From an optimization exercise on the open Yosys and OpenROAD flow, aimed at small area, a short achievable clock period and few clock cycles per item; shortcuts taken in it are not production practice. Only simulation tests tie the RTL to the original design; equivalence was not proved. Power figures rest on the tool's default switching activity, not on a simulated workload.

Setup of run 1:
==> flow/design.v (excerpt) <==
module top_payload_generator (
    input  logic                          clk,
    input  logic                          resetn,
    input  logic [15:0]                   session_id_i,
    input  logic [31:0]                   msg_seq_num_i,
    input  logic [4-1:0]            pe_valid_i,
    input  logic [4*(32 + 32 + 16 + 64)-1:0]   pe_order_i,
    output logic [4-1:0]            pe_ready_o,
    input  logic                          tready_i,
    output logic                          tvalid_o,
    output logic                          tlast_o,
    output logic [64-1:0]            tdata_o
);
    logic                 tvalid_q;
    logic                 tlast_q;
    logic [3:0]           bsel_q;
    logic [2:0][4-1:0] esel_q;
    stream_pkg::pe_idx_t  cur_q;       
    stream_pkg::pe_idx_t  nxt_q;       
    logic                 have_q;
    logic [4-1:0]   rdy_q;
    stream_pkg::beat_t    tdata_q, tdata_d;
    order_pkg::order_no_t order_no;
    logic                 ld;
    logic                 start;
    logic                 next0;       
    logic [4-1:0]   busy;
    logic [4-1:0]   cand;
    stream_pkg::pe_idx_t  pick;
    logic                 found;
    assign ld    = !tvalid_q || tready_i;
    assign start = ld && bsel_q[0] && (|esel_q[0]);
    assign next0 = ld ? (bsel_q[3] || (bsel_q[0] && !(|esel_q[0]))) : bsel_q[0];
    assign busy = esel_q[1] | esel_q[2] | rdy_q;
    assign cand = pe_valid_i & ~busy;
    always_comb begin
        found = 1'b0;
        pick  = cur_q;
        for (int k = 1; k <= 4; k++) begin
            if (!found && cand[stream_pkg::pe_idx_t'(cur_q + k)]) begin
                found = 1'b1;
                pick  = stream_pkg::pe_idx_t'(cur_q + k);
            end
        end
    end
    always_ff @(posedge clk) begin
        if (!resetn) begin
  ...
Size in the first run: about 740 cells after synthesis, about 700 I/O pins.
Settings: LEC_CHECK=0, CAP_MARGIN=20, CORE_AREA=2.5 2.5 197.5 197.5, DIE_AREA=0 0 200 200, SETUP_SLACK_MARGIN=3.2, SLEW_MARGIN=20; clock period 5.0 ns.
standard.sh (not shown) runs the stock make flow with config.mk's settings and CLKGATE_MAP_FILE= SYNTH_SCRIPT=/design/flow/synth_recipe.tcl, a recipe that flattens the netlist after the stock synthesis.
==> flow/flow/run.sh <==
#!/bin/bash
# The standard flow, with three changes: the port buffers are the smallest
# buffer cell, the pins may sit on every routing track, and they are placed in
# regions (flow/io.tcl, made by gen/io_gen.py) that keep each tdata_o bit next
# to the input bits feeding it.
export BUFFER_PORTS_ARGS="-buffer_cell sky130_fd_sc_hd__buf_1"
export PLACE_PINS_ARGS="-min_distance 1 -min_distance_in_tracks"
export CTS_ARGS="-sink_clustering_enable -repair_clock_nets -dont_use_dummy_load -sink_clustering_levels 1"
export IO_CONSTRAINTS="$PWD/flow/io.tcl"
bash standard.sh > standard.log 2>&1
Other scripts of this flow, unchanged in this note and not shown: flow/flow/io.tcl
Testbench counts of run 1, summed over its fixed seeds: cycles 38,424, items 9,600.
The following lists how run 2 was set up differently from run 1:
==> flow/flow/run.sh <==
#!/bin/bash
# The standard flow, with four changes: the port buffers are the smallest
# buffer cell, the pins may sit on every routing track, they are placed in
# regions (flow/io.tcl, made by gen/io_gen.py) that keep each tdata_o bit next
# to the input bits feeding it, and clock tree synthesis adds no dummy loads.
export BUFFER_PORTS_ARGS="-buffer_cell sky130_fd_sc_hd__buf_1"
export PLACE_PINS_ARGS="-min_distance 1 -min_distance_in_tracks"
export CTS_ARGS="-sink_clustering_enable -repair_clock_nets -dont_use_dummy_load"
export IO_CONSTRAINTS="$PWD/flow/io.tcl"
bash standard.sh > standard.log 2>&1
[summary]
Diff run 2..run 1 | placement-stage worst setup slack | negligible. Comparing run 1 against run 2, there is no change at all in post-synth net total. Re critical path depth: no difference whatsoever between run 1 and run 2.
> inputs changed (run 2 -> run 3)
==> flow/flow/run.sh <==
#!/bin/bash
# The standard flow, with three changes: the port buffers are the smallest
# buffer cell, the pins may sit on every routing track, and they are placed in
# regions (flow/io.tcl, made by gen/io_gen.py) that keep each tdata_o bit next
# to the input bits feeding it.
export BUFFER_PORTS_ARGS="-buffer_cell sky130_fd_sc_hd__buf_1"
export PLACE_PINS_ARGS="-min_distance 1 -min_distance_in_tracks"
export CTS_ARGS="-sink_clustering_enable -repair_clock_nets -dont_use_dummy_load"
export IO_CONSTRAINTS="$PWD/flow/io.tcl"
bash standard.sh > standard.log 2>&1
Results
Setup violation total in the final timing report essentially unchanged between run 3 and run 2. Re power: no difference whatsoever between run 3 and run 2. Run 3 vs. run 2: design area held steady; number of inverters outside the clock class in the layout roughly the same; final cycle utilization of the critical path shows no meaningful change. Worst setup slack: run 2 vs run 3, no meaningful difference. Buffers inserted during post-CTS setup optimization: run 2 vs run 3 identical.

---

top_payload_generator again, from the RTL that the note above started with.
==> flow/config.mk <==
export PLATFORM = sky130hd
export DESIGN_NAME = top_payload_generator
export DESIGN_NICKNAME = top_payload_generator
export VERILOG_FILES = /design/flow/design.v
export SDC_FILE = /design/flow/constraint.sdc
export NUM_CORES = 4
export LEC_CHECK = 0
export CAP_MARGIN = 20
export CORE_AREA = 2.5 2.5 197.5 197.5
export DIE_AREA = 0 0 200 200
export PLACE_DENSITY = 0.8
export SETUP_SLACK_MARGIN = 3.2
export SLEW_MARGIN = 20
==> flow/constraint.sdc <==
create_clock -name core_clock -period 5.0 [get_ports {clk}]
set_input_delay 1.0000 -clock core_clock [delete_from_list [all_inputs] [get_ports {clk}]]
set_output_delay 1.0000 -clock core_clock [all_outputs]
set_load 0.01 [all_outputs]
==> flow/flow/run.sh <==
#!/bin/bash
# The standard flow, with three changes: the port buffers are the smallest
# buffer cell, the pins may sit on every routing track, and they are placed in
# regions (flow/io.tcl, made by gen/io_gen.py) that keep each tdata_o bit next
# to the input bits feeding it.
export BUFFER_PORTS_ARGS="-buffer_cell sky130_fd_sc_hd__buf_1"
export PLACE_PINS_ARGS="-min_distance 1 -min_distance_in_tracks"
export IO_CONSTRAINTS="$PWD/flow/io.tcl"
bash standard.sh > standard.log 2>&1
Other scripts of this flow, unchanged in this note and not shown: flow/flow/io.tcl
Testbench counts at the start, summed over its fixed seeds: cycles 38,424, items 9,600.
==> next run, changes <==
--- a/flow/config.mk
+++ b/flow/config.mk
@@ -11 +10,0 @@
-export PLACE_DENSITY = 0.8
Outcome: Via count falls by 2.3%; final cell count falls by 0.60%; design area falls by 1.1%; area after synthesis stays the same; count of clock-buffer cells in the layout stays the same; wire length rises by 6.1%; combinational power barely changes; first-iteration DRC count falls by 12%; clock power rises by about 9%; synthesized cell count stays the same; fmax rises by 0.76%.

re-timing with driven ports:
The results above use ideal ports. As a check the final layouts listed here were re-extracted and re-timed, cells and wires unchanged.
Step 1 assumes that a clkbuf_16 drives the clock port and a buf_2 every other input.
Step 2 moves the port delays by t, midway between the first and last clock arrival at a register: inputs arrive t later, outputs are due t later. That takes back most of the time a late clock gives input paths.
Slacks: ideal ports / drivers / drivers and shift; pairs: ideal ports / drivers.
| run | shift t [ns] | setup slack, ns | cell pins on the clock port's net |
|---|---|---|---|
| run 1 | 0.461 | 3.058 / 3.007 / 2.647 | 1 |
| run 2 | 0.461 | 3.058 / 3.007 / 2.647 | 1 |
| run 3 | 0.461 | 3.058 / 3.007 / 2.647 | 1 |
| the first run of note 2 | 0.475 | 3.039 / 2.989 / 2.662 | 1 |
| the second run of note 2 | 0.472 | 3.054 / 3.003 / 2.681 | 1 |
After both steps setup and hold are still met in every run listed.
